This design comes from an exercise in tuning for small area, a short achievable clock period and few clock cycles on the open sky130 flow, not from production work. RTL that was checked went through simulation tests only; none was proved equivalent to the original. Only the layout flow was run in runs 3 and 4; the RTL was not checked for function there. Power and IR drop assume default switching activity.

==> flow/standard.sh <==
#!/bin/bash
# synth_recipe.tcl (not shown) runs the flow's synth.tcl, then flattens the netlist and writes it again
# the make line also repeats each setting of config.mk as NAME=value (left out here)
make -C /OpenROAD-flow-scripts/flow DESIGN_CONFIG=/design/flow/config.mk WORK_HOME=/design/flow/orfs CLKGATE_MAP_FILE= SYNTH_SCRIPT=/design/flow/synth_recipe.tcl "${@:-finish}"
==> flow/flow/run.sh <==
#!/bin/bash
# The standard layout, with a tighter setup-repair target than the
# clock period (the SDC is unchanged) and plain buffers on the ports.
export SETUP_SLACK_MARGIN=7.4
export BUFFER_PORTS_ARGS="-buffer_cell sky130_fd_sc_hd__buf_2"
bash standard.sh > standard_run.log 2>&1
==> flow/design.v <==
module shc_motor (
   input  logic        clock,
   input  logic        reset,
   input  logic        go,           
   input  logic [2:0]  command,
   input  logic        selected,
   input  logic [31:0] count,
   input  logic [30:0] n,            
   input  logic        n_lt2,        
   input  logic [1:0]  sw,
   input  logic [15:0] tgt,          
   input  logic [16:0] pull_neg,     
   input  logic        pull_zero,    
   input  logic [15:0] init_period,  
   input  logic        init_on,      
   input  logic [9:0]  init_rm,
   input  logic        cfg_load,     
   output logic [2:0]  mode,
   output logic [1:0]  dir,
   output logic [31:0] steps_to_go,
   output logic [31:0] pos,
   output logic [15:0] period,
   output logic [3:0]  coil,
   output logic [1:0]  status
);
   localparam logic [2:0] CMD_TICK  = 3'd0;
   localparam logic [2:0] CMD_MOVE  = 3'd1;
   localparam logic [2:0] CMD_PULL  = 3'd2;
   localparam logic [2:0] CMD_CCW   = 3'd3;
   localparam logic [2:0] CMD_CW    = 3'd4;
   localparam logic [2:0] CMD_STOP  = 3'd5;
   localparam logic [2:0] CMD_ZSTOP = 3'd6;
   localparam logic [2:0] M_RELAX = 3'd0;
   localparam logic [2:0] M_RUN   = 3'd1;
   localparam logic [2:0] M_STOP  = 3'd2;
   localparam logic [2:0] M_ZSTOP = 3'd3;
   localparam logic [2:0] M_MOVE  = 3'd4;
   localparam logic [2:0] M_PULL  = 3'd5;
   localparam logic [1:0] D_CW      = 2'd0;
   localparam logic [1:0] D_CCW     = 2'd1;
   localparam logic [1:0] D_STOPPED = 2'd2;
   localparam logic [1:0] ST_OK    = 2'd0;
   localparam logic [1:0] ST_REJ   = 2'd1;
   localparam logic [1:0] ST_LOWER = 2'd2;
   localparam logic [1:0] ST_UPPER = 2'd3;
   function automatic logic [3:0] coil_of(input logic [2:0] ph);
      logic [3:0] c;
      case (ph)
         3'd0: c = 4'b1000;
         3'd1: c = 4'b1010;
         3'd2: c = 4'b0010;
         3'd3: c = 4'b0110;
         3'd4: c = 4'b0100;
         3'd5: c = 4'b0101;
         3'd6: c = 4'b0001;
         default: c = 4'b1001;
      endcase
      coil_of = c;
   endfunction
   function automatic logic [31:0] pand(input logic [31:0] x);
      logic [31:0] p;
      p = x;
      for (int l = 0; l < 5; l++)
         for (int i = 0; i < 32; i++)
            if (((i >> l) & 1) == 1) p[i] = p[i] & p[((i >> l) << l) - 1];
      pand = p;
   endfunction
   function automatic logic [1:0] gp64(input logic [63:0] g, input logic [63:0] p);
      logic [63:0] gg, pp;
      gg = g; pp = p;
      for (int l = 0; l < 6; l++)
         for (int i = 0; i < 64; i++)
            if (i % (2 << l) == 0) begin
               gg[i] = gg[i + (1 << l)] | (pp[i + (1 << l)] & gg[i]);
               pp[i] = pp[i + (1 << l)] & pp[i];
            end
      gp64 = {gg[0], pp[0]};
   endfunction
   logic [30:0] sas;          
   logic [9:0]  rm;           
   logic        ron;          
   logic [2:0]  phase;
   logic [15:0] cd;           
   logic is_tick, moving, ccw, step, even, stopping, estep, ramp_end;
   logic [15:0] dec, per_step, cd_dec;
   logic [31:0] stg_dec, pos_step, pd, pu;
   logic [2:0]  phase_step;
   logic [17:0] ra, rb, rc, rs, rcy;
   logic [1:0]  rgp;
   assign is_tick  = command == CMD_TICK;
   assign moving   = dir != D_STOPPED;
   assign ccw      = dir == D_CCW;
   assign step     = is_tick && moving && cd[15:1] == 15'd0;
   assign even     = !phase[0];
   assign estep    = step && even;
   assign stopping = estep && (mode == M_STOP || mode == M_ZSTOP);
   assign dec      = period + {6'h3F, ~rm};
   assign ra  = {2'b00, period};
   assign rb  = ~{8'd0, rm};
   assign rc  = ~{2'b00, tgt};
   assign rs  = ra ^ rb ^ rc;
   assign rcy = {(ra[16:0] & rb[16:0]) | (ra[16:0] & rc[16:0]) | (rb[16:0] & rc[16:0]), 1'b1};
   assign rgp = gp64({47'd0, rs[16:0] & rcy[16:0]}, {47'h7FFF_FFFF_FFFF, rs[16:0] ^ rcy[16:0]});
   assign ramp_end = rs[17] ^ rcy[17] ^ rgp[1];
   assign per_step = !ron ? period : ramp_end ? tgt : dec;
   assign pd       = pand(~steps_to_go);
   assign stg_dec  = steps_to_go ^ {pd[30:0], 1'b1};
   assign pu       = pand(pos ^ {32{ccw}});
   assign pos_step = pos ^ {pu[30:0], 1'b1};
   assign phase_step = ccw ? phase - 3'd1 : phase + 3'd1;
   logic [31:0] pc;
   assign pc       = pand({16'd0, ~cd});
   assign cd_dec   = cd ^ {pc[14:0], 1'b1};
   logic cmd, neg, sw_any, pull_sw, ok_mp, ok_run, ok, set_sas, use_cnt;
   logic [2:0] mode_cmd;
   logic [1:0] dir_cmd;
   assign cmd     = selected && !is_tick;
   assign neg     = count[31];
   assign sw_any  = sw != 2'd0;
   assign pull_sw = command == CMD_PULL && sw_any;
   assign ok_mp   = (command == CMD_MOVE || command == CMD_PULL) && !moving &&
                    (pull_sw ? !(neg && sw[0]) : neg ? !sw_any : !sw[1]);
   assign ok_run  = (command == CMD_CCW && !sw[0]) || (command == CMD_CW && !sw[1]);
   assign ok      = cmd && (ok_mp || ok_run);
   assign use_cnt = cmd && ok_mp;
   assign set_sas = use_cnt && pull_sw;
   always_comb begin
      if (command == CMD_CCW || command == CMD_CW) begin
         mode_cmd = M_RUN;
         dir_cmd  = command == CMD_CCW ? D_CCW : D_CW;
      end else begin
         mode_cmd = (pull_sw || (!neg && sw[0])) ? M_PULL : M_MOVE;
         dir_cmd  = neg ? D_CCW : D_CW;
      end
      status = ST_OK;
      if (cmd) begin
         case (command)
            CMD_MOVE, CMD_PULL: if (!ok_mp) status = ST_REJ;
            CMD_CCW: if (sw[0]) status = ST_LOWER;
            CMD_CW:  if (sw[1]) status = ST_UPPER;
            default: ;
         endcase
      end
   end
   logic [30:0] op;
   logic        sel_op;
   assign sel_op = selected && command == CMD_MOVE && !moving;
   logic [32:0] ya, yb, yc, ys, ycy;
   logic [1:0]  ygp;
   logic        x0, x1;
   assign op  = sel_op ? count[30:0] : steps_to_go[30:0];
   assign ya  = {2'b00, sas};
   assign yb  = ~{2'b00, op};
   assign yc  = {{16{pull_neg[16]}}, pull_neg};
   assign ys  = ya ^ yb ^ yc;
   assign ycy = {(ya[31:0] & yb[31:0]) | (ya[31:0] & yc[31:0]) | (yb[31:0] & yc[31:0]), 1'b1};
   assign ygp = gp64({32'd0, ys[31:0] & ycy[31:0]}, {32'hFFFF_FFFF, ys[31:0] ^ ycy[31:0]});
   assign x0  = !(ys[32] ^ ycy[32] ^ ygp[1]);
   assign x1  = !(ys[32] ^ ycy[32] ^ (ygp[1] | ygp[0]));
   logic [2:0]  mode1, mode2;
   logic [1:0]  dir1;
   logic [31:0] stg1, pos1;
   logic        lt2, ge;
   always_comb begin
      mode1 = mode;
      if (ok) mode1 = mode_cmd;
      else if (cmd && command == CMD_STOP) mode1 = M_STOP;
      else if (cmd && command == CMD_ZSTOP) mode1 = M_ZSTOP;
      dir1 = stopping ? D_STOPPED : ok ? dir_cmd : dir;
      if (stopping) begin
         stg1 = 32'd0;
         lt2  = 1'b1;
      end else if (estep) begin
         stg1 = stg_dec;
         lt2  = (steps_to_go[31] && steps_to_go[30:0] != 31'd0) ||
                steps_to_go[31:2] == 30'd0 && steps_to_go[1:0] != 2'd3;
      end else if (use_cnt) begin
         stg1 = {1'b0, n};
         lt2  = n_lt2;
      end else begin
         stg1 = steps_to_go;
         lt2  = steps_to_go[31] || steps_to_go[31:1] == 31'd0;
      end
      if (set_sas) ge = pull_zero;
      else if (estep) ge = x1;
      else ge = x0;
      pos1 = estep ? pos_step : pos;
      mode2 = mode1;
      case (mode1)
         M_PULL: begin
            if (lt2) mode2 = M_STOP;
            else if (ge) mode2 = M_MOVE;
         end
         M_MOVE: begin
            if (lt2 || (sw_any && dir1 == D_CCW) || (sw[1] && dir1 != D_CCW)) mode2 = M_STOP;
         end
         M_RUN: begin
            if (dir1 == D_CCW) begin
               if (sw[0]) mode2 = M_ZSTOP;
            end else if (sw[1]) mode2 = M_STOP;
         end
         M_STOP: if (dir1 == D_STOPPED) mode2 = M_RELAX;
         M_ZSTOP: if (dir1 == D_STOPPED) begin
            mode2 = M_RELAX;
            pos1 = 32'd0;
         end
         default: ;
      endcase
   end
   always_ff @(posedge clock) begin
      if (reset) begin
         mode <= M_RELAX;
         dir <= D_STOPPED;
         steps_to_go <= 32'd0;
         pos <= 32'd0;
         sas <= 31'd0;
         phase <= 3'd0;
         period <= 16'd1000;
         coil <= 4'd0;
      end else if (go) begin
         mode <= mode2;
         dir <= dir1;
         steps_to_go <= stg1;
         pos <= pos1;
         if (set_sas) sas <= n;
         if (step) begin
            if (ramp_end) ron <= 1'b0;
            period <= per_step;
            cd <= per_step;
            coil <= stopping ? 4'd0 : coil_of(phase);
            if (!stopping) phase <= phase_step;
         end else if (ok) begin
            ron <= init_on;
            rm <= init_rm;
            period <= init_period;
            cd <= init_period;
            coil <= coil_of(phase);
         end else if (is_tick && moving) begin
            cd <= cd_dec;
         end
      end else if (cfg_load) begin
         period <= tgt;
         ron <= 1'b0;
      end
   end
endmodule
module stepper_halfstep_controller_unit (
   input  logic        clock,
   input  logic        reset,
   input  logic        req_valid,
   output logic        req_ready,
   input  logic [2:0]  req_command,
   input  logic        req_motor,
   input  logic [31:0] req_step_count,
   input  logic [1:0]  req_switches_0,
   input  logic [1:0]  req_switches_1,
   output logic        rsp_valid,
   input  logic        rsp_ready,
   output logic [3:0]  rsp_coils_0,
   output logic [3:0]  rsp_coils_1,
   output logic [1:0]  rsp_status,
   output logic [31:0] rsp_position,
   output logic [31:0] rsp_steps_remaining,
   output logic [2:0]  rsp_motor_mode,
   output logic [1:0]  rsp_direction,
   output logic [15:0] rsp_current_period,
   input  logic        csr_we,
   input  logic [1:0]  csr_index,
   input  logic [15:0] csr_wdata
);
   localparam logic [1:0] REG_TARGET_0 = 2'd0;
   localparam logic [1:0] REG_TARGET_1 = 2'd1;
   localparam logic [1:0] REG_START    = 2'd2;
   logic [15:0] tgt0_ff, tgt1_ff, start_ff, wdata_nz;
   logic [16:0] pulln_ff;
   logic        load0_ff, load1_ff;
   assign wdata_nz = (csr_wdata == 16'd0) ? 16'd1 : csr_wdata;
   always_ff @(posedge clock) begin
      if (reset) begin
         tgt0_ff <= 16'd1000; tgt1_ff <= 16'd1000;
         start_ff <= 16'd2000; pulln_ff <= -17'sd100;
         load0_ff <= 1'b0; load1_ff <= 1'b0;
      end else if (csr_we) begin
         load0_ff <= csr_index == REG_TARGET_0;
         load1_ff <= csr_index == REG_TARGET_1;
         case (csr_index)
            REG_TARGET_0: tgt0_ff <= wdata_nz;
            REG_TARGET_1: tgt1_ff <= wdata_nz;
            REG_START:    start_ff <= wdata_nz;
            default:      pulln_ff <= 17'd0 - {1'b0, csr_wdata};
         endcase
      end else begin
         load0_ff <= 1'b0; load1_ff <= 1'b0;
      end
   end
   logic        r_valid, s_valid, s_next, rdy_ff, v_ff, sel_ff, seln_ff, go, accept;
   logic [2:0]  r_cmd, s_cmd;
   logic        r_motor, s_motor;
   logic [31:0] r_count, s_count;
   logic [1:0]  r_sw0, r_sw1, s_sw0, s_sw1;
   logic [1:0]  status_ff;
   assign req_ready = rdy_ff;
   assign accept = req_valid && !s_valid;
   assign go = r_valid && (!v_ff || rsp_ready);
   assign s_next = (go || !r_valid) ? 1'b0 : (s_valid || accept);
   always_ff @(posedge clock) begin
      if (reset) begin
         r_valid <= 1'b0;
         s_valid <= 1'b0;
         rdy_ff <= 1'b1;
         v_ff <= 1'b0;
      end else begin
         if (go || !r_valid) r_valid <= s_valid || accept;
         s_valid <= s_next;
         rdy_ff <= !s_next;
         if (go) v_ff <= 1'b1;
         else if (rsp_ready) v_ff <= 1'b0;
      end
      if (go || !r_valid) begin
         if (s_valid) begin
            r_cmd <= s_cmd; r_motor <= s_motor; r_count <= s_count;
            r_sw0 <= s_sw0; r_sw1 <= s_sw1;
         end else begin
            r_cmd <= req_command; r_motor <= req_motor; r_count <= req_step_count;
            r_sw0 <= req_switches_0; r_sw1 <= req_switches_1;
         end
      end
      if (!s_valid) begin
         s_cmd <= req_command; s_motor <= req_motor; s_count <= req_step_count;
         s_sw0 <= req_switches_0; s_sw1 <= req_switches_1;
      end
   end
   logic [30:0] n;
   logic        n_lt2, init_on;
   logic [31:0] cor;
   logic [15:0] tgt_sel, init_period;
   logic [16:0] spt;
   always_comb begin
      cor[0] = 1'b0;
      for (int i = 1; i < 32; i++) cor[i] = cor[i-1] | r_count[i-1];
   end
   assign n = (r_count[31] && !cor[31]) ? 31'h7FFF_FFFF :
              r_count[30:0] ^ ({31{r_count[31]}} & cor[30:0]);
   assign n_lt2 = r_count[31:1] == 31'd0 || r_count == 32'hFFFF_FFFF;
   assign tgt_sel = r_motor ? tgt1_ff : tgt0_ff;
   assign spt = {1'b0, start_ff} - {1'b0, tgt_sel};
   assign init_on = !spt[16];
   assign init_period = spt[16] ? tgt_sel : start_ff;
   logic [2:0]  mode0, mode1;
   logic [1:0]  dir0, dir1, st0, st1;
   logic [31:0] stg0, stg1, pos0, pos1;
   logic [15:0] per0, per1;
   shc_motor u_m0 (
      .clock, .reset, .go, .command(r_cmd), .selected(r_motor == 1'b0),
      .count(r_count), .n, .n_lt2, .sw(r_sw0), .tgt(tgt0_ff),
      .pull_neg(pulln_ff), .pull_zero(pulln_ff == 17'd0),
      .init_period, .init_on, .init_rm(spt[15:6]),
      .cfg_load(load0_ff),
      .mode(mode0), .dir(dir0), .steps_to_go(stg0), .pos(pos0), .period(per0),
      .coil(rsp_coils_0), .status(st0));
   shc_motor u_m1 (
      .clock, .reset, .go, .command(r_cmd), .selected(r_motor == 1'b1),
      .count(r_count), .n, .n_lt2, .sw(r_sw1), .tgt(tgt1_ff),
      .pull_neg(pulln_ff), .pull_zero(pulln_ff == 17'd0),
      .init_period, .init_on, .init_rm(spt[15:6]),
      .cfg_load(load1_ff),
      .mode(mode1), .dir(dir1), .steps_to_go(stg1), .pos(pos1), .period(per1),
      .coil(rsp_coils_1), .status(st1));
   always_ff @(posedge clock) begin
      if (go) begin
         sel_ff <= r_motor;
         seln_ff <= !r_motor;
         status_ff <= st0 | st1;
      end
   end
   assign rsp_valid           = v_ff;
   assign rsp_status          = status_ff;
   assign rsp_position        = sel_ff ? pos1 : pos0;
   assign rsp_steps_remaining[31:16] = sel_ff ? stg1[31:16] : stg0[31:16];
   assign rsp_steps_remaining[15:0]  = seln_ff ? stg0[15:0] : stg1[15:0];
   assign rsp_motor_mode      = seln_ff ? mode0 : mode1;
   assign rsp_direction       = seln_ff ? dir0 : dir1;
   assign rsp_current_period  = seln_ff ? per0 : per1;
endmodule
==> flow/constraint.sdc <==
create_clock -name core_clock -period 11.5 [get_ports {clock}]
set_input_delay 2.3000 -clock core_clock [delete_from_list [all_inputs] [get_ports {clock}]]
set_output_delay 2.3000 -clock core_clock [all_outputs]
set_load 0.01 [all_outputs]
==> flow/config.mk <==
export PLATFORM = sky130hd
export DESIGN_NAME = stepper_halfstep_controller_unit
export DESIGN_NICKNAME = stepper_halfstep_controller_unit
export VERILOG_FILES = /design/flow/design.v
export SDC_FILE = /design/flow/constraint.sdc
export NUM_CORES = 4
export LEC_CHECK = 0
export CAP_MARGIN = 20
export CORE_MARGIN = 2
export CORE_UTILIZATION = 40
export SLEW_MARGIN = 20
export TNS_END_PERCENT = 0
==> results of run 1 <==
layer usage:
layer	vias up	global-route usage (%)	part of all wire [%]
met5	-	0	0.027
met1	13400	38.9	44
met4	8	8.57	3.2
li1	12900	-	-
met3	189	5.86	10
met2	1316	39.6	42
registers in the layout (all words and copies together), names as in the netlist, 16 cells and up:
name,count
pulln_ff,17
r_count,32
s_count,32
start_ff,16
tgt0_ff,16
tgt1_ff,16
u_m0.cd,16
u_m0.period,16
u_m0.pos,32
u_m0.sas,31
u_m0.steps_to_go,32
u_m1.cd,16
u_m1.period,16
u_m1.pos,32
u_m1.sas,31
u_m1.steps_to_go,32
layout make-up:
type | instances | share of cell area [%]
Antenna cell | 1 | 0.00731
Clock buffer | 73 | 4.24
Clock inverter | 27 | 0.896
Inverter | 164 | 1.81
Multi-Input combinational cell | 2705 | 55.8
Sequential cell | 455 | 29.5
Tap cell | 978 | 3.58
Timing Repair Buffer | 226 | 4.19
power by group:
group | leakage (nW) | switching [W] | internal, W
combinational | 8.65 | 0.000437 | 0.000255
clock | 0.851 | 0.000764 | 0.000983
sequential | 3.85 | 0.0000650 | 0.00167
cells by family (layout without fill, tap and decap cells):
group | after synthesis | in the layout | share of synthesized area (%)
adders and majority gates | 258 | 258 | 12.7
muxes | 224 | 224 | 7.91
buffers and inverters | 379 | 490 | 4.75
DFF | 455 | 455 | 33.1
AOI/OAI and AO/OA | 884 | 884 | 18.6
xor gates and xnor gates | 153 | 153 | 4.40
and+or+nand+nor | 1186 | 1186 | 18.5
other | 0 | 1 | 0
repair_timing:
| action | in CTS | in global routing |
|---|---|---|
| resized for setup | 29 | 11 |
| cloned | 1 | 0 |
| setup buffers | 8 | 7 |
| pin swaps | 4 | 1 |
| setup endpoints to repair | 169 | 243 |
worst paths after layout:
check,startpoint,to,slack [ps]
worst max-delay path,reset,u_m0.steps_to_go[29],7200
worst min-delay path,u_m0.coil[3],u_m0.coil[3],460
worst max register to register,r_motor,u_m1.mode[0],7290
worst min register to register,u_m0.coil[3],u_m0.coil[3],460
worst reg2reg max path, stage by stage (launching register included):
cell and delay (ps):
edfxtp_1 380, buf_8 290, clkinvlp_4 270, nor4_4 370, buf_12 320, mux2i_1 290
fa_1 440, ha_1 300, a21o_1 190, nand3_1 70, a21oi_1 60, o31a_1 320
a31oi_1 260, and4b_1 300, o211ai_1 120, a31oi_1 190
per-stage QoR:
step	utilization [%]	instance area [µm²]	instances	worst slack [ps]	hold slack, ps
after global routing	45.2	34200	4629	7120	487
after floorplan	-	30500	3539	7380	446
after global placement	42.4	32100	4510	6330	442
after detailed placement	42.5	32100	4511	6300	446
after CTS	45.0	34100	4620	7210	454
final	45.2	34200	4629	7200	456
synth_stat cells, types with 19 or more instances:
cell,count,area (µm²)
nand2_1,362,1360
dfxtp_1,357,7150
nor2_1,348,1310
a21oi_1,232,1160
o21ai_0,217,1090
clkbuf_1,178,668
ha_1,174,2180
inv_1,163,612
mux2_2,132,1490
edfxtp_1,98,2940
mux2i_1,92,921
nor3_1,90,450
xnor2_1,86,753
fa_1,84,1680
nand3_1,73,365
a211oi_1,69,518
xor2_1,67,587
o211ai_1,59,443
nand4_1,54,338
nor4_1,48,300
a21o_1,47,353
a31oi_1,39,244
or3_1,31,194
a22oi_1,26,195
nand2b_1,26,163
nor2b_1,26,163
buf_1,25,93.8
or4_1,25,188
and2_1,19,119
layout by cell type (no fill, tap or decap), types with 86 or more instances in the layout:
cell / Yosys / final
a21oi_1: 232 / 229
buf_2: 9 / 158
dfxtp_1: 357 / 355
edfxtp_1: 98 / 98
ha_1: 174 / 174
inv_1: 163 / 161
mux2_2: 132 / 132
mux2i_1: 92 / 91
nand2_1: 362 / 360
nor2_1: 348 / 346
nor3_1: 90 / 87
o21ai_0: 217 / 213
xnor2_1: 86 / 86
==> impl_metrics.env, run 1 <==
export IMPL_htree_levels=2
export IMPL_grt_usage_pct=26.9
export IMPL_arrival_ps=4850
export IMPL_grt_max_degree=79
export IMPL_cp_max_fo=78
export IMPL_ys_ff_latch=455
export IMPL_crit_buf_inv=3
export IMPL_cpLargestDelayFamily="buffers and inverters"
export IMPL_async_flop_share_pct=0
export IMPL_yosysSeqAreaShare_pct=33.1
export IMPL_via_count=27900
export IMPL_worstSetupPathType="in2reg"
export IMPL_syn_avg_cell_area_um2=8.60
export IMPL_path_clk_slew_ps=60
export IMPL_timing_critical_path_mode_cell="buf_6"
export IMPL_cts_sinks=455
export IMPL_critPathLaunchType="input port"
export IMPL_grt_pass1_wl_um=161000
export IMPL_gp_congestion=0.953
export IMPL_drive_gt1_share_pct=14.2
export IMPL_syn_inst=3539
export IMPL_drc=0
export IMPL_clock_root_buffer="clkbuf_16"
export IMPL_rsz0062_at_grt="true"
export IMPL_antenna_left=0
export IMPL_endpoint_kind="flip-flop"
export IMPL_grt_antenna_before_repair=7
export IMPL_core_area_um2=75700
export IMPL_ys_flop_type="dfxtp_1"
export IMPL_start_util_pct=40.2
export IMPL_syn_area_um2=30400
export IMPL_max_slew_margin_pct=17.5
export IMPL_vdd_ir_drop_max_mv=0.123
export IMPL_fillers=7416
export IMPL_leakagePower_nw=13.4
export IMPL_worstPathRequired_ps=12040
export IMPL_drv_cap=0
export IMPL_io_buffers=159
export IMPL_path_depth=5
export IMPL_reg2regPathDepth=15
export IMPL_cts_buffer_depth=3
export IMPL_vias_per_cell=6.02
export IMPL_status="no timing/DRC/antenna violations"
export IMPL_dpl_hpwl_um=78600
export IMPL_synth_edf_count=98
export IMPL_period_needed_ps=4300
export IMPL_cts_tree="done"
export IMPL_yosysWarnings=2
export IMPL_wl_per_cell_um=23.3
export IMPL_grt_pass1_vias=25500
export IMPL_firstDrtPassIters=6
export IMPL_totalWireLength_um=108000
export IMPL_tns_ps=0
export IMPL_finalMaxSlewViolations=0
export IMPL_hold_viol_final=0
export IMPL_hold_depth=2
export IMPL_ios=160
export IMPL_syn2layout_area_growth_pct=12.4
export IMPL_rows=101
export IMPL_seqCellArea_um2=10100
export IMPL_power_w=0.00418
export IMPL_hold_path_class="reg2reg"
export IMPL_drt_first_iter_violations=3016
export IMPL_cts_buffers=53
export IMPL_p_per_area_nw_per_um2=122
export IMPL_clk_latency_ps=660
export IMPL_postCtsHoldBufs=0
export IMPL_worst_path_max_delay_cell="buf_4"
export IMPL_overflow=0
export IMPL_setup_viol=0
export IMPL_synth_fp_nets=3860
export IMPL_slowest_delay_ps=700
export IMPL_layout_nets=3926
export IMPL_multi_input_area_um2=19100
export IMPL_die_x_um=280
export IMPL_fin_crit_sh_pct=37.4
export IMPL_ys_types=96
export IMPL_tightest_slew_ps=1230
export IMPL_cp_cell_sequence="buf_6 -> buf_4 -> buf_6 -> nor2_1 -> a221o_1"
export IMPL_chipHeight_um=280
export IMPL_fin_skew_ps=47.6
export IMPL_dieArea_um2=78300
export IMPL_max_freq_mhz=232
Testbench counts, summed over its fixed seeds: cycles 24,016.
==> inputs of run 2 (changes only) <==
--- a/flow/config.mk
+++ b/flow/config.mk
@@ -9,4 +9,3 @@
 export CORE_MARGIN = 2
 export CORE_UTILIZATION = 40
 export SLEW_MARGIN = 20
-export TNS_END_PERCENT = 0
==> impl_metrics.env, run 2 <==
export IMPL_ios=160
export IMPL_tightest_slew_ps=1070
export IMPL_dpl_hpwl_um=78600
export IMPL_yosysWarnings=2
export IMPL_yosys_top_cells_area="dfxtp_1, edfxtp_1, ha_1, fa_1, mux2_2"
export IMPL_internal_power_w=0.00300
export IMPL_cts_sinks=455
export IMPL_grt_pass1_vias=25600
export IMPL_critPathLaunchType="flip-flop"
export IMPL_totalWireLength_um=110000
export IMPL_finalMaxSlewViolations=0
export IMPL_cp_cell_sequence="buf_8 -> buf_12 -> buf_16 -> mux2_2 -> buf_2"
export IMPL_hold_depth=1
export IMPL_antenna_left=0
export IMPL_max_slew_margin_pct=28.4
export IMPL_path_depth=5
export IMPL_overflow=0
export IMPL_setup_viol=0
export IMPL_status="no timing/DRC/antenna violations"
export IMPL_power_frac_seq_pct=40.9
export IMPL_fin_crit_sh_pct=36.8
export IMPL_wl_per_cell_um=23.6
export IMPL_start_util_pct=40.2
export IMPL_max_freq_mhz=236
export IMPL_async_flop_share_pct=0
export IMPL_rows=101
export IMPL_mostFrequentLayoutCell="nand2_1"
export IMPL_gp_congestion=0.930
export IMPL_synth_fp_nets=3860
export IMPL_hold_path_class="reg2reg"
export IMPL_cts_buffers=54
export IMPL_grt_usage_pct=27.0
export IMPL_ys_types=96
export IMPL_io_buffers=159
export IMPL_period_needed_ps=4240
export IMPL_ys_top_cells_by_count="nand2_1, dfxtp_1, nor2_1"
export IMPL_arrival_ps=1940
export IMPL_endpoint_kind="output port"
export IMPL_clock_root_buffer="clkbuf_16"
export IMPL_grt_max_degree=77
export IMPL_firstDrtPassIters=8
export IMPL_tns_ps=0
export IMPL_seqCellArea_um2=10100
export IMPL_vdd_ir_drop_max_mv=0.106
export IMPL_p_per_area_nw_per_um2=121
export IMPL_hold_viol_final=0
export IMPL_switching_share_pct=29.6
export IMPL_grt_pass1_wl_um=162000
export IMPL_holdWs_ps=471
export IMPL_worst_path_max_delay_cell="edfxtp_1"
export IMPL_synth_top_area_share_pct=23.5
export IMPL_leakagePower_nw=13.8
export IMPL_syn_area_um2=30400
export IMPL_worstPathRequired_ps=9200
export IMPL_p_comb_share_pct=16.7
export IMPL_die_x_um=280
export IMPL_crit_buf_inv=4
export IMPL_chipHeight_um=280
export IMPL_via_count=28000
export IMPL_multi_input_area_um2=19300
export IMPL_grt_antenna_before_repair=5
export IMPL_slowest_delay_ps=380
export IMPL_reg2regPathDepth=11
export IMPL_dieArea_um2=78300
export IMPL_synth_most_common_cell="nand2_1"
export IMPL_syn_inst=3539
export IMPL_path_clk_slew_ps=60
export IMPL_fillers=7371
export IMPL_htree_levels=2
export IMPL_fin_skew_ps=50.0
export IMPL_ys_flop_type="dfxtp_1"
export IMPL_ys_ff_latch=455
export IMPL_synth_area_leader_cell="dfxtp_1"
export IMPL_core_area_um2=75700
export IMPL_drt_first_iter_violations=2773
export IMPL_postCtsHoldBufs=0
export IMPL_synth_edf_count=98
export IMPL_yosysSeqAreaShare_pct=33.1
export IMPL_drv_cap=0
export IMPL_syn2layout_area_growth_pct=15.4
export IMPL_cpLargestDelayFamily="buffers and inverters"
export IMPL_layout_nets=3956
export IMPL_cp_max_fo=7
export IMPL_cts_buffer_depth=3
export IMPL_clk_latency_ps=640
export IMPL_drc=0
export IMPL_p_switching_w=0.00126
export IMPL_worstSetupPathType="reg2out"
export IMPL_final_cell_mix="nand2_1, dfxtp_1, nor2_1"
export IMPL_rsz0062_at_grt="true"
export IMPL_cts_tree="done"
export IMPL_syn_avg_cell_area_um2=8.60
export IMPL_drive_gt1_share_pct=15.7
export IMPL_clock_power_share_pct=42.4
export IMPL_vias_per_cell=6.01
==> run 2: cell counts after synthesis <==
No cell type changed its count.
==> run 2: area by class of cell <==
cell class | count | area share [%]
inverters | 164 | 1.76
clock inverters | 27 | 0.926
well taps | 978 | 3.48
clock buffers | 68 | 4.26
repair buffers | 253 | 5.77
flip-flops and latches | 455 | 28.7
multi-input cells | 2707 | 55.1
diodes | 1 | 0.00713
==> run 2: path summary, 6_finish.rpt <==
path          startpoint                 endpoint  slack [ps]
max               sel_ff  rsp_steps_remaining[18]        7260
min           s_count[9]               s_count[9]         470
min reg2reg   s_count[9]               s_count[9]         470
max reg2reg  u_m0.dir[0]             u_m0.mode[0]        7410
==> run 2: worst reg2reg max path: cells and delay by family, from the launching register on <==
kind	cells	cell delay, ps
buffers and inverters	1	200
multiplexers	1	190
flip-flops	1	410
adder cells (fa/ha/maj)	2	750
AO/OA/AOI/OAI	3	460
AND/OR/NAND/NOR	4	1970
==> run 2: stage by stage <==
step	setup slack (ps)	power, W	util [%]	cells	area, µm²
3_5_place_dp	6500	0.00242	42.5	4511	32100
2_1_floorplan	7400	0.00219	-	3539	30500
5_1_grt	7220	0.00440	46.4	4652	35100
6_report	7260	0.00426	46.4	4653	35100
4_1_cts	7250	0.00424	45.6	4635	34500
3_3_place_gp	6530	0.00241	42.5	4511	32100
==> run 2: power by group through the flow <==
| stage | logic, W | clock network [W] | registers, W |
|---|---|---|---|
| 3_3_place_gp | 0.000641 | 0 | 0.00177 |
| 4_1_cts | 0.000677 | 0.00183 | 0.00174 |
| 5_1_grt | 0.000772 | 0.00188 | 0.00174 |
| 2_1_floorplan | 0.000449 | 0 | 0.00174 |
| 6_report | 0.000712 | 0.00181 | 0.00174 |
| 3_5_place_dp | 0.000642 | 0 | 0.00177 |
==> run 2: cell families (layout without fill, tap and decap cells) <==
group / after synthesis / count (layout) / share of synthesized area [%]
mux: 224 / 224 / 7.91
xor+xnor: 153 / 153 / 4.40
fa+ha+maj: 258 / 258 / 12.7
flops: 455 / 455 / 33.1
buf+inv: 379 / 512 / 4.75
compound gates: 884 / 884 / 18.6
other cells: 0 / 1 / 0
simple gates: 1186 / 1188 / 18.5
==> run 2: what timing repair did <==
action	4_1_cts	5_1_grt
endpoints found under the setup margin	149	171
resized for setup	69	81
pin swaps	4	3
setup buffers	24	12
gates cloned	5	5
==> run 2: per-layer routing <==
layer | GRT usage [%] | part of all wire [%] | wire length [µm]
met2 | 39.2 | 42 | 45600
met1 | 38.8 | 44 | 48400
met4 | 10.0 | 3.9 | 4310
met5 | 0 | 0.031 | 34
met3 | 6.30 | 10 | 11500
==> inputs of run 3 (changes only) <==
--- a/flow/design.v
+++ b/flow/design.v
@@ -85,8 +85,6 @@
    logic [15:0] dec, per_step, cd_dec;
    logic [31:0] stg_dec, pos_step, pd, pu;
    logic [2:0]  phase_step;
-   logic [17:0] ra, rb, rc, rs, rcy;
-   logic [1:0]  rgp;
    assign is_tick  = command == CMD_TICK;
    assign moving   = dir != D_STOPPED;
    assign ccw      = dir == D_CCW;
@@ -94,14 +92,12 @@
    assign even     = !phase[0];
    assign estep    = step && even;
    assign stopping = estep && (mode == M_STOP || mode == M_ZSTOP);
-   assign dec      = period + {6'h3F, ~rm};
-   assign ra  = {2'b00, period};
-   assign rb  = ~{8'd0, rm};
-   assign rc  = ~{2'b00, tgt};
-   assign rs  = ra ^ rb ^ rc;
-   assign rcy = {(ra[16:0] & rb[16:0]) | (ra[16:0] & rc[16:0]) | (rb[16:0] & rc[16:0]), 1'b1};
-   assign rgp = gp64({47'd0, rs[16:0] & rcy[16:0]}, {47'h7FFF_FFFF_FFFF, rs[16:0] ^ rcy[16:0]});
-   assign ramp_end = rs[17] ^ rcy[17] ^ rgp[1];
+   logic [16:0] dec17;
+   logic        re_ff;
+   assign dec17    = {1'b0, period} + {7'h7F, ~rm};
+   assign dec      = dec17[15:0];
+   always_ff @(posedge clock) re_ff <= dec17[16] || dec < tgt;
+   assign ramp_end = re_ff || period[15:1] == 15'd0;
    assign per_step = !ron ? period : ramp_end ? tgt : dec;
    assign pd       = pand(~steps_to_go);
    assign stg_dec  = steps_to_go ^ {pd[30:0], 1'b1};
@@ -293,7 +289,8 @@
          load0_ff <= 1'b0; load1_ff <= 1'b0;
       end
    end
-   logic        r_valid, s_valid, s_next, rdy_ff, v_ff, sel_ff, seln_ff, go, accept;
+   logic        r_valid, s_valid, s_next, rdy_ff, v_ff, go, accept;
+   logic        sel_ff, seln_ff, selv_ff, selvn_ff;
    logic [2:0]  r_cmd, s_cmd;
    logic        r_motor, s_motor;
    logic [31:0] r_count, s_count;
@@ -372,13 +369,19 @@
          seln_ff <= !r_motor;
          status_ff <= st0 | st1;
       end
+      if (go || !v_ff) begin
+         selv_ff <= r_motor;
+         selvn_ff <= !r_motor;
+      end
    end
    assign rsp_valid           = v_ff;
    assign rsp_status          = status_ff;
-   assign rsp_position        = sel_ff ? pos1 : pos0;
-   assign rsp_steps_remaining[31:16] = sel_ff ? stg1[31:16] : stg0[31:16];
-   assign rsp_steps_remaining[15:0]  = seln_ff ? stg0[15:0] : stg1[15:0];
-   assign rsp_motor_mode      = seln_ff ? mode0 : mode1;
-   assign rsp_direction       = seln_ff ? dir0 : dir1;
-   assign rsp_current_period  = seln_ff ? per0 : per1;
+   assign rsp_position[31:16] = sel_ff ? pos1[31:16] : pos0[31:16];
+   assign rsp_position[15:0]  = selv_ff ? pos1[15:0] : pos0[15:0];
+   assign rsp_steps_remaining[31:16] = seln_ff ? stg0[31:16] : stg1[31:16];
+   assign rsp_steps_remaining[15:0]  = selvn_ff ? stg0[15:0] : stg1[15:0];
+   assign rsp_motor_mode      = sel_ff ? mode1 : mode0;
+   assign rsp_direction       = selv_ff ? dir1 : dir0;
+   assign rsp_current_period[15:8] = seln_ff ? per0[15:8] : per1[15:8];
+   assign rsp_current_period[7:0]  = selvn_ff ? per0[7:0] : per1[7:0];
 endmodule
--- a/flow/config.mk
+++ b/flow/config.mk
@@ -8,4 +8,5 @@
 export CAP_MARGIN = 20
 export CORE_MARGIN = 2
 export CORE_UTILIZATION = 40
+export CTS_BUF_LIST = sky130_fd_sc_hd__clkbuf_8
 export SLEW_MARGIN = 20
==> impl_metrics.env, run 3 <==
export IMPL_wl_per_cell_um=23.8
export IMPL_yosysWarnings=2
export IMPL_max_slew_margin_pct=26.9
export IMPL_final_cell_mix="nor2_1, dfxtp_1, nand2_1"
export IMPL_cp_max_fo=5
export IMPL_ys_top_cells_by_count="nor2_1, dfxtp_1, nand2_1"
export IMPL_grtUsageMet3_pct=7.34
export IMPL_yosysSeqAreaShare_pct=34.0
export IMPL_critPathLaunchType="flip-flop"
export IMPL_syn_inst=3498
export IMPL_io_buffers=159
export IMPL_use_met1_pct=38.7
export IMPL_totalWireLength_um=112000
export IMPL_syn_avg_cell_area_um2=8.57
export IMPL_setup_viol=0
export IMPL_multi_input_area_um2=19000
export IMPL_hold_viol_final=0
export IMPL_hold_path_class="reg2reg"
export IMPL_critPathLaunch="u_m0.steps_to_go[19]"
export IMPL_ios=160
export IMPL_clock_root_buffer="clkbuf_8"
export IMPL_syn_area_um2=30000
export IMPL_overflow=0
export IMPL_rsz0062_at_grt="true"
export IMPL_finalMaxSlewViolations=0
export IMPL_grt_antenna_before_repair=8
export IMPL_max_freq_mhz=230
export IMPL_final_area_um2=35200
export IMPL_via_count=28600
export IMPL_p_per_area_nw_per_um2=118
export IMPL_grt_pass1_vias=26000
export IMPL_layout_nets=3945
export IMPL_cts_sinks=459
export IMPL_dieArea_um2=77200
export IMPL_hp_start="s_count[3]"
export IMPL_drv_cap=0
export IMPL_r2r_slack_ps=7150
export IMPL_status="no timing/DRC/antenna violations"
export IMPL_grt_pass1_wl_um=164000
export IMPL_synth_top_area_share_pct=24.0
export IMPL_gp_congestion=0.961
export IMPL_dpl_cell_area_um2=31700
export IMPL_cts_buffers=88
export IMPL_cts_buffer_depth=3
export IMPL_crit_end="u_m0.mode[0]"
export IMPL_die_x_um=278
export IMPL_core_area_um2=74300
export IMPL_ys_types=92
export IMPL_syn2layout_area_growth_pct=17.2
export IMPL_synth_fp_nets=3787
export IMPL_start_util_pct=40.4
export IMPL_rows=100
export IMPL_synth_most_common_cell="nor2_1"
export IMPL_chipHeight_um=278
export IMPL_leakagePower_nw=13.9
export IMPL_worstSetupPathType="reg2reg"
export IMPL_period_needed_ps=4350
export IMPL_yosys_top_cells_area="dfxtp_1, edfxtp_1, ha_1, nor2_1, mux2_2"
export IMPL_drive_gt1_share_pct=17.7
export IMPL_clk_latency_ps=730
export IMPL_fin_skew_ps=56.4
export IMPL_gr_usage_met2_pct=40.3
export IMPL_drt_first_iter_violations=3627
export IMPL_cts_tree="done"
export IMPL_vdd_ir_drop_max_mv=0.0759
export IMPL_busiest_layer="met2"
export IMPL_tns_ps=0
export IMPL_ys_ff_latch=459
export IMPL_ys_flop_type="dfxtp_1"
export IMPL_tightest_slew_ps=1070
export IMPL_htree_levels=3
export IMPL_dpl_hpwl_um=79400
export IMPL_reg2regPathDepth=12
export IMPL_fin_crit_sh_pct=37.9
export IMPL_postCtsHoldBufs=0
export IMPL_seqCellArea_um2=10200
export IMPL_fillers=7237
export IMPL_rr_endpoint="u_m0.mode[0]"
export IMPL_async_flop_share_pct=0
export IMPL_endpoint_kind="flip-flop"
export IMPL_firstDrtPassIters=6
export IMPL_mostFrequentLayoutCell="nor2_1"
export IMPL_grt_usage_pct=27.6
export IMPL_r2r_start="u_m0.steps_to_go[19]"
export IMPL_grt_max_degree=81
export IMPL_drc=0
export IMPL_hold_depth=1
export IMPL_vias_per_cell=6.08
export IMPL_synth_area_leader_cell="dfxtp_1"
export IMPL_worstPathRequired_ps=12110
export IMPL_path_clk_slew_ps=60
export IMPL_arrival_ps=4960
export IMPL_antenna_left=0
export IMPL_synth_edf_count=100
[run 3: cell count changes after synthesis, sizes merged, moves of 19 or more]
cell / delta
nor2: +19
fa: -20
o221ai: +24
xnor2: +21
inv: -39
nand3: +23
o21ai: -25
[run 3: how the worst min path moves through the flow]
stage	to	slack [ps]
floorplan	s_cmd[0]	450
global placement	s_count[5]	450
detailed placement	s_count[12]	460
CTS	s_count[7]	470
global route	s_count[5]	480
finish	s_count[3]	470
[run 3: critical path: stages, from the launching register on]
cell and delay [ps]:
dfxtp_1 380, or4_4 550, or4_4 470, nor4_4 340
or4b_4 550, nor3_4 240, nand2b_1 120, ha_1 190
a211oi_1 210, o22ai_1 130, or2_2 340, a2111o_1 400
a221oi_1 290
[run 3: layout make-up]
type                    count  share of cell area, %
multi-input cells        2692                   53.9
flip-flops and latches    459                   29.0
repair buffers            289                   7.19
clock buffers             105                   4.11
well taps                 969                   3.45
inverters                 126                   1.36
clock inverters            60                  0.933
diodes                      4                 0.0285
[run 3: timing repair]
action	4_1_cts	5_1_grt
cloned	6	9
endpoints found under the setup margin	162	120
setup buffers	19	33
pin swaps	2	17
resized for setup	98	126
[run 3: per-layer routing]
layer | vias up | share of wire [%]
li1 | 13100 | -
met2 | 1457 | 42
met4 | 8 | 4.2
met3 | 296 | 11
met5 | - | 0.045
met1 | 13800 | 43
[run 3: power by group]
group	switching, W	total (W)	internal, W
logic	0.000458	0.000734	0.000276
registers	0.0000708	0.00176	0.00169
clock network	0.000781	0.00166	0.000878
[run 3: stage by stage]
step	setup slack [ps]	utilization, %	total power, W	hold slack, ps	instances
CTS	7010	46.0	0.00412	472	4657
global route	7120	47.3	0.00430	483	4702
floorplan	7150	-	0.00219	446	3498
global placement	6050	42.6	0.00244	453	4467
detailed placement	6000	42.6	0.00244	458	4467
finish	7150	47.3	0.00416	470	4704
[run 3: logic make-up after synthesis]
family / count (synthesis) / share of synthesized area (%)
buffers and inverters: 347 / 4.38
flip-flops: 459 / 34.0
AO/OA/AOI/OAI: 868 / 18.8
adder cells (fa/ha/maj): 226 / 11.0
multiplexers: 201 / 7.21
AND/OR/NAND/NOR: 1226 / 19.6
XOR/XNOR: 171 / 4.99
==> inputs of run 4 (changes only) <==
--- a/flow/config.mk
+++ b/flow/config.mk
@@ -8,5 +8,4 @@
 export CAP_MARGIN = 20
 export CORE_MARGIN = 2
 export CORE_UTILIZATION = 40
-export CTS_BUF_LIST = sky130_fd_sc_hd__clkbuf_8
 export SLEW_MARGIN = 20
==> impl_metrics.env, run 4 <==
export IMPL_grt_usage_pct=27.3
export IMPL_totalWireLength_um=110000
export IMPL_syn_avg_cell_area_um2=8.57
export IMPL_synth_top_family_by_area="simple AND/OR/NAND/NOR gates"
export IMPL_rsz0062_at_grt="true"
export IMPL_hold_viol_final=0
export IMPL_synth_mux_area_share_pct=7.21
export IMPL_ys_ff_latch=459
export IMPL_die_x_um=278
export IMPL_path_clk_slew_ps=60
export IMPL_status="no timing/DRC/antenna violations"
export IMPL_cp_cell_sequence="buf_12 -> buf_8 -> buf_12 -> mux2_4 -> buf_6"
export IMPL_layout_nets=3903
export IMPL_final_area_um2=35000
export IMPL_slowest_delay_ps=410
export IMPL_firstDrtPassIters=6
export IMPL_overflow=0
export IMPL_antenna_left=0
export IMPL_ios=160
export IMPL_vdd_ir_drop_max_mv=0.111
export IMPL_drv_cap=0
export IMPL_drive_gt1_share_pct=16.6
export IMPL_dpl_cell_count=4467
export IMPL_synth_xor_area_share_pct=4.99
export IMPL_setup_viol=0
export IMPL_dpl_hpwl_um=79400
export IMPL_htree_levels=2
export IMPL_ys_top_cells_by_count="nor2_1, dfxtp_1, nand2_1"
export IMPL_core_area_um2=74300
export IMPL_final_cell_mix="nor2_1, dfxtp_1, nand2_1"
export IMPL_synth_fa_ha_area_share_pct=11.0
export IMPL_ys_types=92
export IMPL_finalMaxSlewViolations=0
export IMPL_gp_congestion=0.961
export IMPL_dpl_cell_area_um2=31700
export IMPL_worstPathRequired_ps=9200
export IMPL_synth_top_area_share_pct=24.0
export IMPL_cts_sinks=459
export IMPL_fin_crit_sh_pct=36.8
export IMPL_holdWs_ps=471
export IMPL_start_util_pct=40.4
export IMPL_synth_compound_area_share_pct=18.8
export IMPL_io_buffers=159
export IMPL_crit_buf_inv=4
export IMPL_cpLargestDelayFamily="buffers and inverters"
export IMPL_cts_buffer_depth=3
export IMPL_dieArea_um2=77200
export IMPL_timing_critical_path_mode_cell="buf_12"
export IMPL_yosysWarnings=2
export IMPL_drt_first_iter_violations=3191
export IMPL_hold_path_class="reg2reg"
export IMPL_syn2layout_area_growth_pct=16.6
export IMPL_via_count=28100
export IMPL_yosys_area_share_simple_pct=19.6
export IMPL_chipHeight_um=278
export IMPL_fin_skew_ps=27.3
export IMPL_stdcell_count=4631
export IMPL_synth_area_leader_cell="dfxtp_1"
export IMPL_async_flop_share_pct=0
export IMPL_mostFrequentLayoutCell="nor2_1"
export IMPL_grt_max_degree=81
export IMPL_rows=100
export IMPL_worst_path_max_delay_cell="edfxtp_1"
export IMPL_postCtsHoldBufs=0
export IMPL_cts_tree="done"
export IMPL_post_route_util_pct=47.1
export IMPL_endpoint_kind="output port"
export IMPL_multi_input_area_um2=18900
export IMPL_drc=0
export IMPL_vias_per_cell=6.08
export IMPL_max_slew_margin_pct=31.0
export IMPL_arrival_ps=1930
export IMPL_cp_max_fo=5
export IMPL_worstSetupPathType="reg2out"
export IMPL_critPathLaunchType="flip-flop"
export IMPL_cts_buffers=55
export IMPL_tightest_slew_ps=1010
export IMPL_tns_ps=0
export IMPL_period_needed_ps=4230
export IMPL_grt_antenna_before_repair=5
export IMPL_leakagePower_nw=13.7
export IMPL_syn_area_um2=30000
export IMPL_clk_latency_ps=640
export IMPL_synth_fp_nets=3787
export IMPL_yosys_top_cells_area="dfxtp_1, edfxtp_1, ha_1, nor2_1, mux2_2"
export IMPL_grt_pass1_wl_um=163000
export IMPL_clock_root_buffer="clkbuf_16"
export IMPL_p_per_area_nw_per_um2=125
export IMPL_max_freq_mhz=236
export IMPL_ys_flop_type="dfxtp_1"
export IMPL_synth_edf_count=100
export IMPL_syn_inst=3498
export IMPL_seqCellArea_um2=10200
export IMPL_synth_most_common_cell="nor2_1"
export IMPL_wl_per_cell_um=23.8
export IMPL_yosysSeqAreaShare_pct=34.0
export IMPL_fillers=7217
export IMPL_grt_pass1_vias=25700
-- run 4: cell count changes in the layout (fill, tap and decap cells not counted), moves of 4 or more --
cell / previous run / this run
nand2_1: 340 / 344
inv_6: 1 / 5
mux2_2: 88 / 98
inv_1: 160 / 123
mux2_4: 30 / 20
clkbuf_1: 0 / 9
buf_2: 113 / 128
clkbuf_16: 6 / 60
o21ai_0: 171 / 175
clkbuf_8: 105 / 2
bufinv_16: 2 / 8
buf_6: 55 / 35
-- run 4: path summary, 6_finish.rpt --
check / startpoint / to / slack [ps] / depth (start not counted)
max: seln_ff / rsp_steps_remaining[31] / 7270 / 5
min: s_count[7] / s_count[7] / 470 / 1
max reg2reg: u_m0.steps_to_go[18] / u_m0.mode[0] / 7270 / 12
min reg2reg: s_count[7] / s_count[7] / 470 / 1
-- run 4: layout make-up --
type	count	share of cell area [%]
multi-input cells	2693	54.0
diodes	1	0.00715
inverters	126	1.35
well taps	969	3.47
clock buffers	67	4.18
repair buffers	279	6.53
clock inverters	37	1.28
flip-flops and latches	459	29.1
-- run 4: timing repair --
| item | in CTS | in global routing |
|---|---|---|
| setup endpoints to repair | 160 | 107 |
| pin swaps | 2 | 18 |
| resized for setup | 81 | 85 |
| gates cloned | 6 | 6 |
| setup buffers | 17 | 29 |
-- run 4: logic make-up (layout without fill, tap and decap cells) --
family                   after synthesis  after routing
AO/OA/AOI/OAI                        868            868
multiplexers                         201            201
AND/OR/NAND/NOR                     1226           1227
other                                  0              1
XOR/XNOR                             171            171
flip-flops                           459            459
buffers and inverters                347            509
adder cells (fa/ha/maj)              226            226
-- run 4: where the power goes --
part           switching [W]  leakage (nW)  internal (W)
logic               0.000453          8.84      0.000271
clock network       0.000780         0.940       0.00110
registers          0.0000704          3.89       0.00169
total                0.00130          13.7       0.00306
-- run 4: stage by stage --
step                      total power, W  setup WS, ps
after floorplan                  0.00219          7150
after global placement           0.00244          6050
after detailed placement         0.00244          6000
after CTS                        0.00433          7030
after global routing             0.00450          7180
final                            0.00436          7270
-- run 4: per-layer routing --
layer  share of wire [%]  GRT usage (%)  up-vias
met5               0.043              0        -
met4                 3.9           10.4        8
met3                  11           6.30      229
met2                  42           39.8     1296
met1                  44           39.0    13600
li1                    -              -    13000
==> inputs of run 5 (changes only) <==
--- a/flow/design.v
+++ b/flow/design.v
@@ -3,10 +3,13 @@
    input  logic        reset,
    input  logic        go,           
    input  logic [2:0]  command,
+   input  logic        is_tick,      
+   input  logic        move_sel,     
    input  logic        selected,
    input  logic [31:0] count,
    input  logic [30:0] n,            
    input  logic        n_lt2,        
+   input  logic        n_le2,        
    input  logic [1:0]  sw,
    input  logic [15:0] tgt,          
    input  logic [16:0] pull_neg,     
@@ -81,11 +84,11 @@
    logic        ron;          
    logic [2:0]  phase;
    logic [15:0] cd;           
-   logic is_tick, moving, ccw, step, even, stopping, estep, ramp_end;
+   logic        f0, f1;       
+   logic moving, ccw, step, even, stopping, estep, ramp_end;
    logic [15:0] dec, per_step, cd_dec;
    logic [31:0] stg_dec, pos_step, pd, pu;
    logic [2:0]  phase_step;
-   assign is_tick  = command == CMD_TICK;
    assign moving   = dir != D_STOPPED;
    assign ccw      = dir == D_CCW;
    assign step     = is_tick && moving && cd[15:1] == 15'd0;
@@ -140,7 +143,7 @@
    end
    logic [30:0] op;
    logic        sel_op;
-   assign sel_op = selected && command == CMD_MOVE && !moving;
+   assign sel_op = move_sel && !moving;
    logic [32:0] ya, yb, yc, ys, ycy;
    logic [1:0]  ygp;
    logic        x0, x1;
@@ -156,7 +159,7 @@
    logic [2:0]  mode1, mode2;
    logic [1:0]  dir1;
    logic [31:0] stg1, pos1;
-   logic        lt2, ge;
+   logic        lt2, le2, ge;
    always_comb begin
       mode1 = mode;
       if (ok) mode1 = mode_cmd;
@@ -166,16 +169,19 @@
       if (stopping) begin
          stg1 = 32'd0;
          lt2  = 1'b1;
+         le2  = 1'b1;
       end else if (estep) begin
          stg1 = stg_dec;
-         lt2  = (steps_to_go[31] && steps_to_go[30:0] != 31'd0) ||
-                steps_to_go[31:2] == 30'd0 && steps_to_go[1:0] != 2'd3;
+         lt2  = f1;
+         le2  = (steps_to_go[31] && steps_to_go[30:1] != 30'd0) || steps_to_go[31:2] == 30'd0;
       end else if (use_cnt) begin
          stg1 = {1'b0, n};
          lt2  = n_lt2;
+         le2  = n_le2;
       end else begin
          stg1 = steps_to_go;
-         lt2  = steps_to_go[31] || steps_to_go[31:1] == 31'd0;
+         lt2  = f0;
+         le2  = f1;
       end
       if (set_sas) ge = pull_zero;
       else if (estep) ge = x1;
@@ -208,6 +214,8 @@
          mode <= M_RELAX;
          dir <= D_STOPPED;
          steps_to_go <= 32'd0;
+         f0 <= 1'b1;
+         f1 <= 1'b1;
          pos <= 32'd0;
          sas <= 31'd0;
          phase <= 3'd0;
@@ -217,6 +225,8 @@
          mode <= mode2;
          dir <= dir1;
          steps_to_go <= stg1;
+         f0 <= lt2;
+         f1 <= le2;
          pos <= pos1;
          if (set_sas) sas <= n;
          if (step) begin
@@ -295,6 +305,11 @@
    logic        r_motor, s_motor;
    logic [31:0] r_count, s_count;
    logic [1:0]  r_sw0, r_sw1, s_sw0, s_sw1;
+   logic        r_tick, r_mv0, r_mv1;
+   logic [2:0]  in_cmd;
+   logic        in_motor;
+   assign in_cmd   = s_valid ? s_cmd : req_command;
+   assign in_motor = s_valid ? s_motor : req_motor;
    logic [1:0]  status_ff;
    assign req_ready = rdy_ff;
    assign accept = req_valid && !s_valid;
@@ -321,6 +336,9 @@
             r_cmd <= req_command; r_motor <= req_motor; r_count <= req_step_count;
             r_sw0 <= req_switches_0; r_sw1 <= req_switches_1;
          end
+         r_tick <= in_cmd == 3'd0;
+         r_mv0 <= in_cmd == 3'd1 && !in_motor;
+         r_mv1 <= in_cmd == 3'd1 && in_motor;
       end
       if (!s_valid) begin
          s_cmd <= req_command; s_motor <= req_motor; s_count <= req_step_count;
@@ -328,7 +346,7 @@
       end
    end
    logic [30:0] n;
-   logic        n_lt2, init_on;
+   logic        n_lt2, n_le2, init_on;
    logic [31:0] cor;
    logic [15:0] tgt_sel, init_period;
    logic [16:0] spt;
@@ -339,6 +357,8 @@
    assign n = (r_count[31] && !cor[31]) ? 31'h7FFF_FFFF :
               r_count[30:0] ^ ({31{r_count[31]}} & cor[30:0]);
    assign n_lt2 = r_count[31:1] == 31'd0 || r_count == 32'hFFFF_FFFF;
+   assign n_le2 = r_count[31:2] == 30'd0 && r_count[1:0] != 2'd3 ||
+                  r_count[31:1] == 31'h7FFF_FFFF;
    assign tgt_sel = r_motor ? tgt1_ff : tgt0_ff;
    assign spt = {1'b0, start_ff} - {1'b0, tgt_sel};
    assign init_on = !spt[16];
@@ -348,16 +368,16 @@
    logic [31:0] stg0, stg1, pos0, pos1;
    logic [15:0] per0, per1;
    shc_motor u_m0 (
-      .clock, .reset, .go, .command(r_cmd), .selected(r_motor == 1'b0),
-      .count(r_count), .n, .n_lt2, .sw(r_sw0), .tgt(tgt0_ff),
+      .clock, .reset, .go, .command(r_cmd), .is_tick(r_tick), .move_sel(r_mv0), .selected(r_motor == 1'b0),
+      .count(r_count), .n, .n_lt2, .n_le2, .sw(r_sw0), .tgt(tgt0_ff),
       .pull_neg(pulln_ff), .pull_zero(pulln_ff == 17'd0),
       .init_period, .init_on, .init_rm(spt[15:6]),
       .cfg_load(load0_ff),
       .mode(mode0), .dir(dir0), .steps_to_go(stg0), .pos(pos0), .period(per0),
       .coil(rsp_coils_0), .status(st0));
    shc_motor u_m1 (
-      .clock, .reset, .go, .command(r_cmd), .selected(r_motor == 1'b1),
-      .count(r_count), .n, .n_lt2, .sw(r_sw1), .tgt(tgt1_ff),
+      .clock, .reset, .go, .command(r_cmd), .is_tick(r_tick), .move_sel(r_mv1), .selected(r_motor == 1'b1),
+      .count(r_count), .n, .n_lt2, .n_le2, .sw(r_sw1), .tgt(tgt1_ff),
       .pull_neg(pulln_ff), .pull_zero(pulln_ff == 17'd0),
       .init_period, .init_on, .init_rm(spt[15:6]),
       .cfg_load(load1_ff),
==> flow/flow/run.sh (replaced) <==
#!/bin/bash
# The standard layout, with a tighter setup-repair target than the
# clock period (the SDC is unchanged) and plain buffers on the ports.
export SETUP_SLACK_MARGIN=7.6
export BUFFER_PORTS_ARGS="-buffer_cell sky130_fd_sc_hd__buf_2"
bash standard.sh > standard_run.log 2>&1
==> impl_metrics.env, run 5 <==
export IMPL_status="no timing/DRC/antenna violations"
export IMPL_firstDrtPassIters=6
export IMPL_post_route_util_pct=46.6
export IMPL_max_freq_mhz=244
export IMPL_hold_path_class="reg2reg"
export IMPL_dpl_cell_count=4556
export IMPL_final_area_um2=35200
export IMPL_cts_buffers=55
export IMPL_arrival_ps=1800
export IMPL_cts_buffer_depth=3
export IMPL_ys_types=92
export IMPL_tightest_slew_ps=1160
export IMPL_slowest_delay_ps=410
export IMPL_drc=0
export IMPL_clk_latency_ps=650
export IMPL_via_count=28300
export IMPL_hold_viol_final=0
export IMPL_gp_congestion=0.992
export IMPL_period_needed_ps=4100
export IMPL_worstSetupPathType="reg2out"
export IMPL_rows=101
export IMPL_ys_top_cells_by_count="nand2_1, dfxtp_1, nor2_1"
export IMPL_overflow=0
export IMPL_p_comb_share_pct=17.3
export IMPL_final_cell_mix="nand2_1, dfxtp_1, nor2_1"
export IMPL_layout_nets=3955
export IMPL_synth_top_area_share_pct=23.9
export IMPL_leakagePower_nw=13.8
export IMPL_stdcell_count=4697
export IMPL_grt_pass1_wl_um=164000
export IMPL_clock_power_share_pct=42.7
export IMPL_htree_levels=2
export IMPL_yosysSeqAreaShare_pct=34.1
export IMPL_antenna_left=0
export IMPL_synth_fp_nets=3870
export IMPL_grt_max_degree=96
export IMPL_internal_power_w=0.00314
export IMPL_dieArea_um2=78200
export IMPL_yosys_top_cells_area="dfxtp_1, edfxtp_1, ha_1, nand2_1, mux2_2"
export IMPL_finalMaxSlewViolations=0
export IMPL_critPathLaunchType="flip-flop"
export IMPL_syn_inst=3585
export IMPL_endpoint_kind="output port"
export IMPL_grt_pass1_vias=25700
export IMPL_cpLargestDelayFamily="flip-flops"
export IMPL_grt_usage_pct=27.4
export IMPL_switching_share_pct=29.9
export IMPL_worstPathRequired_ps=9200
export IMPL_tns_ps=0
export IMPL_synth_area_leader_cell="dfxtp_1"
export IMPL_clock_root_buffer="clkbuf_16"
export IMPL_ys_flop_type="dfxtp_1"
export IMPL_holdWs_ps=464
export IMPL_crit_buf_inv=2
export IMPL_setup_viol=0
export IMPL_multi_input_area_um2=19300
export IMPL_die_x_um=280
export IMPL_drv_cap=0
export IMPL_wl_per_cell_um=23.4
export IMPL_syn_area_um2=30400
export IMPL_cts_sinks=466
export IMPL_max_slew_margin_pct=22.3
export IMPL_chipHeight_um=280
export IMPL_seqCellArea_um2=10400
export IMPL_syn_avg_cell_area_um2=8.48
export IMPL_io_buffers=159
export IMPL_dpl_hpwl_um=81300
export IMPL_synth_most_common_cell="nand2_1"
export IMPL_yosysWarnings=2
export IMPL_path_clk_slew_ps=60
export IMPL_ios=160
export IMPL_totalWireLength_um=110000
export IMPL_cts_tree="done"
export IMPL_start_util_pct=40.2
export IMPL_fillers=7284
export IMPL_worst_path_max_delay_cell="edfxtp_1"
export IMPL_async_flop_share_pct=0
export IMPL_fin_crit_sh_pct=35.7
export IMPL_vias_per_cell=6.02
export IMPL_drive_gt1_share_pct=15.8
export IMPL_cp_max_fo=16
export IMPL_cp_cell_sequence="buf_12 -> mux2_2 -> buf_2"
export IMPL_p_switching_w=0.00134
export IMPL_mostFrequentLayoutCell="nand2_1"
export IMPL_grt_antenna_before_repair=3
export IMPL_synth_edf_count=103
export IMPL_power_frac_seq_pct=40.0
export IMPL_syn2layout_area_growth_pct=15.8
export IMPL_dpl_cell_area_um2=32200
export IMPL_ys_ff_latch=466
export IMPL_vdd_ir_drop_max_mv=0.105
export IMPL_postCtsHoldBufs=0
export IMPL_fin_skew_ps=52.7
export IMPL_rsz0062_at_grt="true"
export IMPL_drt_first_iter_violations=2998
export IMPL_core_area_um2=75600
export IMPL_p_per_area_nw_per_um2=127
==> run 5: logic make-up (layout without fill, tap and decap cells) <==
group           count (synthesis)  count (layout)  share of synthesized area [%]
xor+xnor                      162             162                           4.67
simple gates                 1268            1268                           19.6
fa+ha+maj                     222             222                           10.7
compound gates                895             895                           18.7
other cells                     0               2                              0
buf+inv                       351             483                           4.38
flops                         466             466                           34.1
mux                           221             221                           7.78
==> run 5: metal layers <==
layer	part of all wire [%]	up-vias	wire length [µm]	GRT usage, %
li1	-	13200	-	-
met1	44	13500	48000	38.9
met2	42	1342	45900	39.8
met3	10	226	11500	6.49
met4	3.9	4	4330	10.7
met5	0.022	-	24	0
==> run 5: worst paths after layout <==
| kind | start | endpoint | slack (ps) | cells after the start |
|---|---|---|---|---|
| max | seln_ff | rsp_steps_remaining[21] | 7400 | 3 |
| min | u_m0.coil[1] | u_m0.coil[1] | 460 | 2 |
| max reg2reg | u_m1.dir[0] | u_m1.mode[0] | 7660 | 11 |
| min reg2reg | u_m0.coil[1] | u_m0.coil[1] | 460 | 2 |
==> run 5: worst min-delay path: stages, from the launching register on <==
cell     delay (ps)
dfxtp_1         310
nand2_1          50
a21oi_1          50
==> run 5: what timing repair did <==
action	in CTS	in global routing
endpoints found under the setup margin	276	244
cloned	1	1
gates resized for setup	111	59
pin swaps	6	10
buffers inserted	17	15
==> run 5: stage by stage <==
step | power (W) | setup WS, ps
floorplan | 0.00227 | 7560
global placement | 0.00252 | 6160
detailed placement | 0.00252 | 6060
CTS | 0.00447 | 7380
global route | 0.00464 | 7370
finish | 0.00448 | 7400
==> run 5: final cells by class <==
type / count / area share (%)
well taps: 978 / 3.48
diodes: 2 / 0.0142
multi-input cells: 2768 / 55.0
inverters: 133 / 1.42
clock inverters: 31 / 1.18
flip-flops and latches: 466 / 29.5
repair buffers: 246 / 5.05
clock buffers: 73 / 4.42
==> run 5: power groups by stage <==
| stage | Combinational [W] | Sequential [W] | Clock, W |
|---|---|---|---|
| 2_1_floorplan | 0.000483 | 0.00178 | 0 |
| 3_3_place_gp | 0.000689 | 0.00183 | 0 |
| 3_5_place_dp | 0.000693 | 0.00183 | 0 |
| 4_1_cts | 0.000736 | 0.00179 | 0.00194 |
| 5_1_grt | 0.000840 | 0.00180 | 0.00200 |
| 6_report | 0.000774 | 0.00179 | 0.00191 |
Testbench counts of run 5, summed over its fixed seeds: cycles 24,016.
==> inputs of run 6 (changes only) <==
==> flow/flow/run.sh (replaced) <==
#!/bin/bash
# The standard layout, with a tighter setup-repair target than the
# clock period (the SDC is unchanged) and plain buffers on the ports.
export SETUP_SLACK_MARGIN=7.4
export BUFFER_PORTS_ARGS="-buffer_cell sky130_fd_sc_hd__buf_2"
bash standard.sh > standard_run.log 2>&1
==> impl_metrics.env, run 6 <==
export IMPL_synth_fp_nets=3870
export IMPL_core_area_um2=75600
export IMPL_synth_area_leader_cell="dfxtp_1"
export IMPL_tns_ps=0
export IMPL_cts_buffer_depth=3
export IMPL_final_cell_mix="nand2_1, dfxtp_1, nor2_1"
export IMPL_ys_top_cells_by_count="nand2_1, dfxtp_1, nor2_1"
export IMPL_critPathLaunchType="flip-flop"
export IMPL_leakagePower_nw=13.5
export IMPL_dieArea_um2=78200
export IMPL_yosys_top_cells_area="dfxtp_1, edfxtp_1, ha_1, nand2_1, mux2_2"
export IMPL_cts_sinks=466
export IMPL_drv_cap=0
export IMPL_syn_avg_cell_area_um2=8.48
export IMPL_p_per_area_nw_per_um2=127
export IMPL_ys_types=92
export IMPL_gp_congestion=0.981
export IMPL_grt_max_degree=136
export IMPL_vias_per_cell=6.05
export IMPL_htree_levels=2
export IMPL_clk_latency_ps=650
export IMPL_hold_viol_final=0
export IMPL_wl_per_cell_um=23.4
export IMPL_grt_usage_pct=27.2
export IMPL_n_antenna_cell=0
export IMPL_antenna_left=0
export IMPL_synth_edf_count=103
export IMPL_yosysSeqAreaShare_pct=34.1
export IMPL_yosysWarnings=2
export IMPL_drive_gt1_share_pct=14.6
export IMPL_hold_path_endpoint="u_m0.coil[3]"
export IMPL_seqCellArea_um2=10400
export IMPL_post_route_util_pct=45.6
export IMPL_syn_area_um2=30400
export IMPL_worstSetupPathType="reg2out"
export IMPL_die_x_um=280
export IMPL_r2r_slack_ps=7520
export IMPL_status="no timing/DRC/antenna violations"
export IMPL_path_clk_slew_ps=60
export IMPL_chipHeight_um=280
export IMPL_setup_viol=0
export IMPL_syn2layout_area_growth_pct=13.3
export IMPL_rsz0062_at_grt="true"
export IMPL_grt_pass1_wl_um=164000
export IMPL_drt_first_iter_violations=3226
export IMPL_ios=160
export IMPL_syn_inst=3585
export IMPL_endpoint_kind="output port"
export IMPL_finalMaxSlewViolations=0
export IMPL_fillers=7401
export IMPL_max_freq_mhz=244
export IMPL_via_count=28300
export IMPL_worstPathRequired_ps=9200
export IMPL_dpl_hpwl_um=81100
export IMPL_overflow=0
export IMPL_synth_most_common_cell="nand2_1"
export IMPL_totalWireLength_um=109000
export IMPL_rows=101
export IMPL_r2r_start="r_count[4]"
export IMPL_period_needed_ps=4100
export IMPL_hp_start="u_m0.coil[3]"
export IMPL_rr_endpoint="u_m0.steps_to_go[0]"
export IMPL_layout_nets=3934
export IMPL_ys_ff_latch=466
export IMPL_postCtsHoldBufs=0
export IMPL_multi_input_area_um2=19100
export IMPL_fin_skew_ps=50.8
export IMPL_start_util_pct=40.2
export IMPL_async_flop_share_pct=0
export IMPL_io_buffers=159
export IMPL_vdd_ir_drop_max_mv=0.134
run 6: cells by family (layout without fill, tap and decap cells):
kind of cell,count (synthesis),in the layout,synth area share [%]
AND/OR/NAND/NOR,1268,1268,19.6
AO/OA/AOI/OAI,895,895,18.7
flip-flops,466,466,34.1
buffers and inverters,351,463,4.38
adder cells (fa/ha/maj),222,222,10.7
multiplexers,221,221,7.78
XOR/XNOR,162,162,4.67
run 6: power breakdown:
group	total (W)	internal (W)	switching, W
clock	0.00184	0.00106	0.000777
sequential	0.00180	0.00172	0.0000752
combinational	0.000744	0.000265	0.000479
run 6: critical path, stage by stage (launching register included):
cell,delay (ps)
edfxtp_1,370
buf_12,230
mux2_2,400
buf_2,150
run 6: metal layers:
layer / vias up / wire, µm / global-route usage [%] / share of wire [%]
met4: 6 / 4040 / 9.71 / 3.7
met3: 223 / 10700 / 5.36 / 9.8
li1: 13200 / - / - / -
met1: 13500 / 48900 / 39.6 / 45
met2: 1380 / 45600 / 39.9 / 42
met5: - / 41 / 0 / 0.038
run 6: layout make-up:
| type | count | share of cell area (%) |
|---|---|---|
| multi-input cells | 2768 | 55.4 |
| repair buffers | 224 | 4.04 |
| well taps | 978 | 3.55 |
| clock inverters | 34 | 1.05 |
| flip-flops and latches | 466 | 30.1 |
| clock buffers | 72 | 4.45 |
| inverters | 133 | 1.46 |
run 6: what timing repair did:
action	CTS	global route
gates resized for setup	43	32
setup buffers	10	3
endpoints found under the setup margin	246	112
pin swaps	2	3
run 6: worst max path at each step:
stage | from | to | slack, ps | cells past startpoint
2_1_floorplan | rsp_ready | u_m0.cd[0] | 7170 | 6
4_1_cts | r_motor | u_m0.cd[4] | 7380 | 12
3_5_place_dp | rsp_ready | u_m1.steps_to_go[14] | 6170 | 11
3_3_place_gp | rsp_ready | u_m1.steps_to_go[22] | 6230 | 11
5_1_grt | r_motor | u_m0.cd[4] | 7340 | 12
6_report | seln_ff | rsp_steps_remaining[30] | 7400 | 3
run 6: metrics by stage:
| stage | setup WS, ps | cells | total power, W | area (µm²) | hold slack [ps] |
|---|---|---|---|---|---|
| 2_1_floorplan | 7170 | 3585 | 0.00226 | 30400 | 431 |
| 3_3_place_gp | 6230 | 4556 | 0.00252 | 32100 | 442 |
| 3_5_place_dp | 6170 | 4556 | 0.00252 | 32100 | 449 |
| 4_1_cts | 7380 | 4672 | 0.00437 | 34300 | 458 |
| 5_1_grt | 7340 | 4675 | 0.00453 | 34400 | 463 |
| 6_report | 7400 | 4675 | 0.00438 | 34400 | 452 |

Setup slack of run 6, layout unchanged: 7.401 ns with ideal ports, 7.334 ns with driving cells assumed (clock clkbuf_16, inputs buf_2), 6.838 ns with port delays also shifted by the 0.696 ns mid clock arrival.
